This is an optimization exercise on Yosys and OpenROAD, whose aim is small area, a short achievable clock period and few clock cycles per item, not a production implementation.
At most, simulation tests tie the RTL to the original design; equivalence was not proved.
Power and IR drop assume default switching activity.

red:
==> flow/design.v <==
package div_pkg;
  typedef logic [16-1:0] operand_t;
  typedef logic [4-1:0] tag_t;
endpackage
`timescale 1ns/1ns
module divider_nr (
  input  logic              clk,
  input  logic              reset,
  input  logic              load,
  input  logic              release_i,
  input  div_pkg::tag_t     ld_tag,
  input  div_pkg::operand_t ld_dividend,
  input  div_pkg::operand_t ld_divisor,    
  input  logic [16:0]       ld_q,          
  input  logic [3:0]        ld_shift,
  output logic [3:0]        shift,
  output logic              busy,
  output logic              done,
  output logic              finishing,
  output div_pkg::tag_t     tag,
  output div_pkg::operand_t quotient,
  output div_pkg::operand_t remainder
);
  logic [15:0] r, d;
  logic [16:0] q;
  logic [16:0] diff;
  assign diff = {1'b0, r} - {1'b0, d};
  always_ff @(posedge clk) begin
    if (reset) begin
      busy <= 1'b0;
    end else if (load) begin
      busy <= 1'b1;
    end else if (release_i) begin
      busy <= 1'b0;
    end
  end
  logic [15:0] r_nx;
  logic [16:0] q_nx;
  assign r_nx = (q[16] | diff[16]) ? r : diff[15:0];
  assign q_nx = q[16] ? q : {q[15:0], ~diff[16]};
  always_ff @(posedge clk) begin
    if (load) begin
      r   <= ld_dividend;
      d   <= ld_divisor;
      q   <= ld_q;
      tag <= ld_tag;
      shift <= ld_shift;
    end else begin
      r <= r_nx;
      q <= q_nx;
      d <= d >> 1;
    end
  end
  assign done      = busy & q[16];
  assign finishing = busy & q[15] & ~q[16];
  assign quotient  = q[15:0];
  assign remainder = r;
endmodule
`timescale 1ns/1ns
module div_dispatch (
  input  logic              clk,
  input  logic              reset,
  input  logic              accept,
  input  div_pkg::tag_t     tag,
  input  div_pkg::operand_t dividend,
  input  div_pkg::operand_t divisor,
  input  logic              leave,
  output logic              s1_valid,
  output div_pkg::tag_t     s1_tag,
  output div_pkg::operand_t s1_dividend,
  output div_pkg::operand_t s1_divisor,
  output logic [3:0]        s1_shift,
  output logic              s1_bypass,
  output logic              s1_div0,
  output logic              in_bypass
);
  function automatic [4:0] sig_bits(input [15:0] value);
    sig_bits = '0;
    for (int i = 0; i < 16; i++) begin
      if (value[i]) sig_bits = 5'(i + 1);
    end
  endfunction
  logic [4:0] nd, nv;
  logic [4:0] diff;
  logic       in_div0;
  assign nd        = sig_bits(dividend);
  assign nv        = sig_bits(divisor);
  assign diff      = nd - nv;
  logic       dv_zero;
  logic [3:0] in_shift;
  assign dv_zero   = (divisor == '0);
  assign in_div0   = dv_zero & (dividend != '0);
  assign in_bypass = dv_zero | diff[4];
  assign in_shift  = in_div0 ? 4'(nd - 5'd1) : (in_bypass ? 4'd0 : diff[3:0]);
  always_ff @(posedge clk) begin
    if (reset) begin
      s1_valid <= 1'b0;
    end else if (accept) begin
      s1_valid <= 1'b1;
    end else if (leave) begin
      s1_valid <= 1'b0;
    end
  end
  always_ff @(posedge clk) begin
    if (accept) begin
      s1_tag      <= tag;
      s1_dividend <= dividend;
      s1_divisor  <= divisor;
      s1_shift    <= in_shift;
      s1_bypass   <= in_bypass;
      s1_div0     <= in_div0;
    end
  end
endmodule
`timescale 1ns/1ns
module result_arbiter #(parameter int N = 4) (
  input  logic         clk,
  input  logic         reset,
  input  logic [N-1:0] cand,      
  input  logic [N-1:0] taken,     
  output logic [N-1:0] sel        
);
  logic [N-1:0] last;    
  logic [N-1:0] higher;  
  logic [N-1:0] cand_hi;
  logic [N-1:0] pick;
  logic [N-1:0] last_next;
  assign last_next = (|taken) ? taken : last;
  always_comb begin
    higher = '0;
    for (int i = 0; i < N; i++) begin
      for (int j = 0; j < N; j++) begin
        if (j < i && last_next[j]) higher[i] = 1'b1;
      end
    end
  end
  assign cand_hi = cand & higher;
  always_comb begin
    pick = '0;
    if (|cand_hi) begin
      for (int i = N - 1; i >= 0; i--) if (cand_hi[i]) pick = N'(1) << i;
    end else begin
      for (int i = N - 1; i >= 0; i--) if (cand[i]) pick = N'(1) << i;
    end
  end
  always_ff @(posedge clk) begin
    if (reset) begin
      last <= N'(1) << (N - 1);
      sel  <= '0;
    end else begin
      last <= last_next;
      sel  <= pick;
    end
  end
endmodule
`timescale 1ns/1ns
module result_store (
  input  logic              clk,
  input  logic              reset,
  input  logic              we,
  input  div_pkg::tag_t     wr_tag,
  input  logic [16:0]       wr_field,
  input  logic [3:0]        wr_len,
  input  logic              wr_div0,
  input  div_pkg::tag_t     rd_tag,
  output logic              rd_valid,
  output div_pkg::operand_t rd_quotient,
  output div_pkg::operand_t rd_remainder
);
  localparam int DEPTH = 1 << 4;
  logic [DEPTH-1:0] valid;
  logic [16:0]      f_mem [DEPTH];
  logic [3:0]       l_mem [DEPTH];
  logic             z_mem [DEPTH];
  logic [16:0]      f;
  logic [3:0]       l;
  logic             z;
  logic [16:0]      m;
  always_ff @(posedge clk) begin
    if (reset) begin
      valid    <= '0;
      rd_valid <= 1'b0;
    end else begin
      if (we) begin
        valid[wr_tag] <= 1'b1;
      end
      rd_valid <= valid[rd_tag];
    end
  end
  always_ff @(posedge clk) begin
    if (we) begin
      f_mem[wr_tag] <= wr_field;
      l_mem[wr_tag] <= wr_len;
      z_mem[wr_tag] <= wr_div0;
    end
  end
  always_ff @(posedge clk) begin
    f <= f_mem[rd_tag];
    l <= l_mem[rd_tag];
    z <= z_mem[rd_tag];
  end
  always_comb begin
    for (int j = 0; j < 17; j++) m[j] = (5'(j) <= {1'b0, l});
  end
  always_comb begin
    for (int j = 0; j < 16; j++) begin
      rd_quotient[j]  = m[j] & (z | f[j]);
      rd_remainder[j] = f[16 - j] & (z | ~m[16 - j]);
    end
  end
endmodule
`timescale 1ns/1ns
module div_cluster (
  input  logic              clk,
  input  logic              reset,
  input  logic              start,
  input  div_pkg::tag_t     tag,
  input  div_pkg::operand_t dividend,
  input  div_pkg::operand_t divisor,
  input  div_pkg::tag_t     rd_tag,
  output logic              ready,
  output logic              complete,
  output div_pkg::tag_t     complete_tag,
  output logic              rd_valid,
  output div_pkg::operand_t rd_quotient,
  output div_pkg::operand_t rd_remainder
);
  localparam int N = 5;
  logic              accept, leave;
  logic              s1_valid, s1_bypass, s1_div0, in_bypass;
  div_pkg::tag_t     s1_tag;
  div_pkg::operand_t s1_dividend, s1_divisor;
  logic [3:0]        s1_shift;
  logic [N-1:0]      busy, done, finishing, eng_grant, avail, load;
  div_pkg::tag_t     e_tag [N];
  div_pkg::operand_t e_quo [N];
  div_pkg::operand_t e_rem [N];
  logic [3:0]        e_shift [N];
  div_pkg::operand_t ld_divisor;
  logic [16:0]       ld_q;
  logic              byp_grant, eng_job;
  logic              we;
  div_pkg::tag_t     w_tag;
  logic [16:0]       w_field;
  logic [3:0]        w_len;
  logic              w_div0;
  assign accept = start & ready;
  div_dispatch u_dispatch (
    .clk         (clk),
    .reset       (reset),
    .accept      (accept),
    .tag         (tag),
    .dividend    (dividend),
    .divisor     (divisor),
    .leave       (leave),
    .s1_valid    (s1_valid),
    .s1_tag      (s1_tag),
    .s1_dividend (s1_dividend),
    .s1_divisor  (s1_divisor),
    .s1_shift    (s1_shift),
    .s1_bypass   (s1_bypass),
    .s1_div0     (s1_div0),
    .in_bypass   (in_bypass)
  );
  assign ld_divisor = s1_divisor << s1_shift;
  assign ld_q       = 17'(1) << (4'd15 - s1_shift);
  for (genvar i = 0; i < N; i++) begin : g_eng
    divider_nr u_div (
      .clk         (clk),
      .reset       (reset),
      .load        (load[i]),
      .release_i   (eng_grant[i]),
      .ld_tag      (s1_tag),
      .ld_dividend (s1_dividend),
      .ld_divisor  (ld_divisor),
      .ld_q        (ld_q),
      .ld_shift    (s1_shift),
      .shift       (e_shift[i]),
      .busy        (busy[i]),
      .done        (done[i]),
      .finishing   (finishing[i]),
      .tag         (e_tag[i]),
      .quotient    (e_quo[i]),
      .remainder   (e_rem[i])
    );
  end
  logic [N-1:0] sel, cand_next;
  logic [2:0]   starve;
  logic         eng_first, any_sel;
  result_arbiter #(.N(N)) u_arbiter (
    .clk   (clk),
    .reset (reset),
    .cand  (cand_next),
    .taken (eng_grant),
    .sel   (sel)
  );
  assign any_sel   = |sel;
  assign eng_first = &starve;
  assign byp_grant = s1_valid & s1_bypass & ~(any_sel & eng_first);
  assign eng_grant = sel & {N{~byp_grant}};
  assign eng_job   = s1_valid & ~s1_bypass;
  assign avail     = ~busy | sel;
  always_comb begin
    load = '0;
    for (int i = N - 1; i >= 0; i--) begin
      if (avail[i]) load = N'(1) << i;
    end
    if (!eng_job) load = '0;
  end
  assign leave = byp_grant | (eng_job & |avail);
  function automatic [16:0] rev_rem(input [15:0] v);
    rev_rem = '0;
    for (int i = 0; i < 16; i++) rev_rem[16 - i] = v[i];
  endfunction
  always_comb begin
    w_tag   = '0;
    w_field = '0;
    w_len   = '0;
    w_div0  = 1'b0;
    for (int i = 0; i < N; i++) begin
      w_tag   = w_tag | (e_tag[i] & {4{eng_grant[i]}});
      w_field = w_field | (({1'b0, e_quo[i]} | rev_rem(e_rem[i])) & {17{eng_grant[i]}});
      w_len   = w_len | (e_shift[i] & {4{eng_grant[i]}});
    end
    if (byp_grant) begin
      w_tag   = s1_tag;
      w_field = rev_rem(s1_dividend);
      w_len   = s1_shift;
      w_div0  = s1_div0;
    end
  end
  assign we = any_sel | byp_grant;
  logic [N-1:0] idle_next;
  logic         s1v_next, eng_ok_next, byp_ok_next;
  logic [2:0]   starve_next;
  assign idle_next   = ~load & (~busy | eng_grant);
  assign cand_next   = ~load & busy & ~eng_grant & (done | finishing);
  assign s1v_next    = accept | (s1_valid & ~leave);
  assign eng_ok_next = |idle_next | |cand_next;
  assign byp_ok_next = ~(|cand_next & (&starve_next));
  always_comb begin
    starve_next = starve;
    if (byp_grant && any_sel) starve_next = starve + 1'b1;
    else if (|eng_grant) starve_next = '0;
  end
  always_ff @(posedge clk) begin
    if (reset) begin
      ready        <= 1'b1;
      starve       <= '0;
      complete     <= 1'b0;
    end else begin
      ready        <= ~s1v_next | (accept ? (byp_ok_next & eng_ok_next)
                                          : (s1_bypass ? byp_ok_next : eng_ok_next));
      starve       <= starve_next;
      complete     <= we;
    end
  end
  always_ff @(posedge clk) begin
    complete_tag <= w_tag;
  end
  result_store u_store (
    .clk          (clk),
    .reset        (reset),
    .we           (we),
    .wr_tag       (w_tag),
    .wr_field     (w_field),
    .wr_len       (w_len),
    .wr_div0      (w_div0),
    .rd_tag       (rd_tag),
    .rd_valid     (rd_valid),
    .rd_quotient  (rd_quotient),
    .rd_remainder (rd_remainder)
  );
endmodule
clock: 5.0 ns
lec_check: 0
abc_clock_period_in_ps: 2200
cap_margin: 20
core_margin: 2
core_utilization: 40
setup_slack_margin: 2.8
slew_margin: 20
tns_end_percent: 10
run.sh (not shown) runs the stock make flow with config.mk's settings and CLKGATE_MAP_FILE= SYNTH_SCRIPT=/design/flow/synth_recipe.tcl, a recipe that flattens the netlist after the stock synthesis.
[inputs] blue vs red
diff --git a/flow/design.v b/flow/design.v
--- a/flow/design.v
+++ b/flow/design.v
@@ -32,24 +32,20 @@
       busy <= 1'b1;
     end else if (release_i) begin
       busy <= 1'b0;
     end
   end
-  logic [15:0] r_nx;
-  logic [16:0] q_nx;
-  assign r_nx = (q[16] | diff[16]) ? r : diff[15:0];
-  assign q_nx = q[16] ? q : {q[15:0], ~diff[16]};
   always_ff @(posedge clk) begin
     if (load) begin
       r   <= ld_dividend;
       d   <= ld_divisor;
       q   <= ld_q;
       tag <= ld_tag;
       shift <= ld_shift;
-    end else begin
-      r <= r_nx;
-      q <= q_nx;
+    end else if (!q[16]) begin
+      if (!diff[16]) r <= diff[15:0];
+      q <= {q[15:0], ~diff[16]};
       d <= d >> 1;
     end
   end
   assign done      = busy & q[16];
   assign finishing = busy & q[15] & ~q[16];
@@ -192,22 +188,20 @@
       f_mem[wr_tag] <= wr_field;
       l_mem[wr_tag] <= wr_len;
       z_mem[wr_tag] <= wr_div0;
     end
   end
-  always_ff @(posedge clk) begin
-    f <= f_mem[rd_tag];
-    l <= l_mem[rd_tag];
-    z <= z_mem[rd_tag];
-  end
+  assign f = f_mem[rd_tag];
+  assign l = l_mem[rd_tag];
+  assign z = z_mem[rd_tag];
   always_comb begin
     for (int j = 0; j < 17; j++) m[j] = (5'(j) <= {1'b0, l});
   end
-  always_comb begin
+  always_ff @(posedge clk) begin
     for (int j = 0; j < 16; j++) begin
-      rd_quotient[j]  = m[j] & (z | f[j]);
-      rd_remainder[j] = f[16 - j] & (z | ~m[16 - j]);
+      rd_quotient[j]  <= m[j] & (z | f[j]);
+      rd_remainder[j] <= f[16 - j] & (z | ~m[16 - j]);
     end
   end
 endmodule
 `timescale 1ns/1ns
 module div_cluster (
@@ -242,10 +236,13 @@
   logic              we;
   div_pkg::tag_t     w_tag;
   logic [16:0]       w_field;
   logic [3:0]        w_len;
   logic              w_div0;
+  logic [16:0]       r_field;
+  logic [3:0]        r_len;
+  logic              r_div0;
   assign accept = start & ready;
   div_dispatch u_dispatch (
     .clk         (clk),
     .reset       (reset),
     .accept      (accept),
@@ -355,19 +352,22 @@
       complete     <= we;
     end
   end
   always_ff @(posedge clk) begin
     complete_tag <= w_tag;
+    r_field      <= w_field;
+    r_len        <= w_len;
+    r_div0       <= w_div0;
   end
   result_store u_store (
     .clk          (clk),
     .reset        (reset),
-    .we           (we),
-    .wr_tag       (w_tag),
-    .wr_field     (w_field),
-    .wr_len       (w_len),
-    .wr_div0      (w_div0),
+    .we           (complete),
+    .wr_tag       (complete_tag),
+    .wr_field     (r_field),
+    .wr_len       (r_len),
+    .wr_div0      (r_div0),
     .rd_tag       (rd_tag),
     .rd_valid     (rd_valid),
     .rd_quotient  (rd_quotient),
     .rd_remainder (rd_remainder)
   );
Notes after the runs:
The flow did not stop early for blue: all stages ran, and the layout cleared the timing, design-rule and antenna checks.
Setup slack: blue more than red
Final critical-path share of the clock period: lower on blue
The fraction of cell area in non-clock buffers in blue sits 3.0 points below the value recorded for red.
In the reports for red and blue, the smaller wire length on met1 belongs to red.
blue ends up with a die footprint that is 4.7% higher than in red.
Density: blue sparser than red
In the final reports, the cell area of blue is smaller than that of red.
On number of vias in the routed layout: between red and blue, it ends up lower for blue.
Compared with red, blue shows time the worst path needs with I/O delays and setup lower by 0.12 ns.
No run of this note included a check of the RTL's function; only the layout flow was run.

* * *

JK:
Starts from the design.v that is shown in full above.
==> flow/config.mk <==
export PLATFORM = sky130hd
export DESIGN_NAME = div_cluster
export DESIGN_NICKNAME = div_cluster
export VERILOG_FILES = /design/flow/design.v
export SDC_FILE = /design/flow/constraint.sdc
export NUM_CORES = 4
export LEC_CHECK = 0
export ABC_CLOCK_PERIOD_IN_PS = 2200
export CAP_MARGIN = 20
export CORE_MARGIN = 2
export CORE_UTILIZATION = 40
export CTS_CLUSTER_DIAMETER = 70
export CTS_CLUSTER_SIZE = 24
export SETUP_SLACK_MARGIN = 2.8
export SLEW_MARGIN = 20
export TNS_END_PERCENT = 10
==> flow/constraint.sdc <==
create_clock -name core_clock -period 5.0 [get_ports {clk}]
set_input_delay 1.0000 -clock core_clock [delete_from_list [all_inputs] [get_ports {clk}]]
set_output_delay 1.0000 -clock core_clock [all_outputs]
set_load 0.01 [all_outputs]
Both conditions hold for JK: the flow ran to the end and the final layout passed the timing, design-rule and antenna checks.
Input changes introduced in MS (baseline for comparison: JK):
--- a/flow/design.v
+++ b/flow/design.v
@@ -69,7 +69,8 @@
   output div_pkg::tag_t     s1_tag,
   output div_pkg::operand_t s1_dividend,
   output div_pkg::operand_t s1_divisor,
-  output logic [3:0]        s1_shift,
+  output logic [4:0]        s1_nd,
+  output logic [4:0]        s1_nv,
   output logic              s1_bypass,
   output logic              s1_div0,
   output logic              in_bypass
@@ -80,18 +81,14 @@
       if (value[i]) sig_bits = 5'(i + 1);
     end
   endfunction
-  logic [4:0] nd, nv;
-  logic [4:0] diff;
-  logic       in_div0;
-  assign nd        = sig_bits(dividend);
-  assign nv        = sig_bits(divisor);
-  assign diff      = nd - nv;
-  logic       dv_zero;
-  logic [3:0] in_shift;
+  function automatic [15:0] fill(input [15:0] value);
+    fill = value;
+    for (int i = 14; i >= 0; i--) fill[i] = fill[i] | fill[i + 1];
+  endfunction
+  logic dv_zero, in_div0;
   assign dv_zero   = (divisor == '0);
   assign in_div0   = dv_zero & (dividend != '0);
-  assign in_bypass = dv_zero | diff[4];
-  assign in_shift  = in_div0 ? 4'(nd - 5'd1) : (in_bypass ? 4'd0 : diff[3:0]);
+  assign in_bypass = dv_zero | |(fill(divisor) & ~fill(dividend));
   always_ff @(posedge clk) begin
     if (reset) begin
       s1_valid <= 1'b0;
@@ -106,7 +103,8 @@
       s1_tag      <= tag;
       s1_dividend <= dividend;
       s1_divisor  <= divisor;
-      s1_shift    <= in_shift;
+      s1_nd       <= sig_bits(dividend);
+      s1_nv       <= sig_bits(divisor);
       s1_bypass   <= in_bypass;
       s1_div0     <= in_div0;
     end
@@ -225,12 +223,13 @@
   output div_pkg::operand_t rd_quotient,
   output div_pkg::operand_t rd_remainder
 );
-  localparam int N = 5;
+  localparam int N = 4;
   logic              accept, leave;
   logic              s1_valid, s1_bypass, s1_div0, in_bypass;
   div_pkg::tag_t     s1_tag;
   div_pkg::operand_t s1_dividend, s1_divisor;
-  logic [3:0]        s1_shift;
+  logic [4:0]        s1_nd, s1_nv;
+  logic [3:0]        s1_shift, byp_len;
   logic [N-1:0]      busy, done, finishing, eng_grant, avail, load;
   div_pkg::tag_t     e_tag [N];
   div_pkg::operand_t e_quo [N];
@@ -257,11 +256,14 @@
     .s1_tag      (s1_tag),
     .s1_dividend (s1_dividend),
     .s1_divisor  (s1_divisor),
-    .s1_shift    (s1_shift),
+    .s1_nd       (s1_nd),
+    .s1_nv       (s1_nv),
     .s1_bypass   (s1_bypass),
     .s1_div0     (s1_div0),
     .in_bypass   (in_bypass)
   );
+  assign s1_shift   = 4'(s1_nd - s1_nv);
+  assign byp_len    = s1_div0 ? 4'(s1_nd - 5'd1) : 4'd0;
   assign ld_divisor = s1_divisor << s1_shift;
   assign ld_q       = 17'(1) << (4'd15 - s1_shift);
   for (genvar i = 0; i < N; i++) begin : g_eng
@@ -325,7 +327,7 @@
     if (byp_grant) begin
       w_tag   = s1_tag;
       w_field = rev_rem(s1_dividend);
-      w_len   = s1_shift;
+      w_len   = byp_len;
       w_div0  = s1_div0;
     end
   end
@@ -349,8 +351,7 @@
       starve       <= '0;
       complete     <= 1'b0;
     end else begin
-      ready        <= ~s1v_next | (accept ? (byp_ok_next & eng_ok_next)
-                                          : (s1_bypass ? byp_ok_next : eng_ok_next));
+      ready        <= ~s1v_next | ((accept ? in_bypass : s1_bypass) ? byp_ok_next : eng_ok_next);
       starve       <= starve_next;
       complete     <= we;
     end
Results
Having completed the whole flow, MS delivered a layout that passed the timing, design-rule and antenna checks. [compare] base=JK new=MS: combinational fraction of design power fell 1.2 points, half-perimeter wire length of the detailed placement result has decreased. The hold slack on JK is in line with that on MS. Taking MS as 1.0, JK lands at 1.17 on power in combinational cells. Compared with JK, MS shows a lower part of the cycle the worst path needs. MS against JK: delay contributed by the slowest stage of the critical path now smaller, total routed wirelength now smaller, post-route cell area now smaller, worst path buffer plus inverter count now larger. Number of distinct library cell variants in the gate-level netlist after synthesis delta for MS relative to JK: about 5% lower. For placeable core region, dividing the value from MS by the value from JK gives 0.911. The cell-internal power in MS sits about 9% below the value recorded for JK.
Testbench counts of MS, summed over its fixed seeds: cycles 2,358, items 2,048.
No functional check of the RTL was part of JK.

## port drivers added, routing unchanged
How much do the figures lean on ideal ports? The routed layouts below were timed once more, with nothing changed but the port constraints. Step 1: set_driving_cell puts a clkbuf_16 on clk and a buf_2 on each other input, an assumption about the parent block. Step 2 also shifts input and output timing later by t, the mid clock arrival at the registers, as if the neighbouring blocks saw the same clock. Three values: no drivers, after step 1, after step 2; two values: the first two.
run | t, ns | slack for setup (ns) | worst hold slack (ns) | latest minus earliest clock arrival (ns)
red | 0.695 | 2.095 / 2.095 / 1.665 | 0.431 / 0.431 / 0.431 | 0.052 / 0.052
blue | 0.710 | 2.215 / 2.192 / 1.580 | 0.470 / 0.470 / 0.470 | 0.062 / 0.062
JK | 0.689 | 2.093 / 2.093 / 1.650 | 0.456 / 0.456 / 0.456 | 0.041 / 0.041
MS | 0.672 | 2.232 / 2.168 / 1.737 | 0.458 / 0.458 / 0.458 | 0.049 / 0.049
After both steps every run listed still meets setup and hold. The setup slack of blue, which loses most, moves by -0.023 ns with the drivers and by -0.635 ns with both steps.
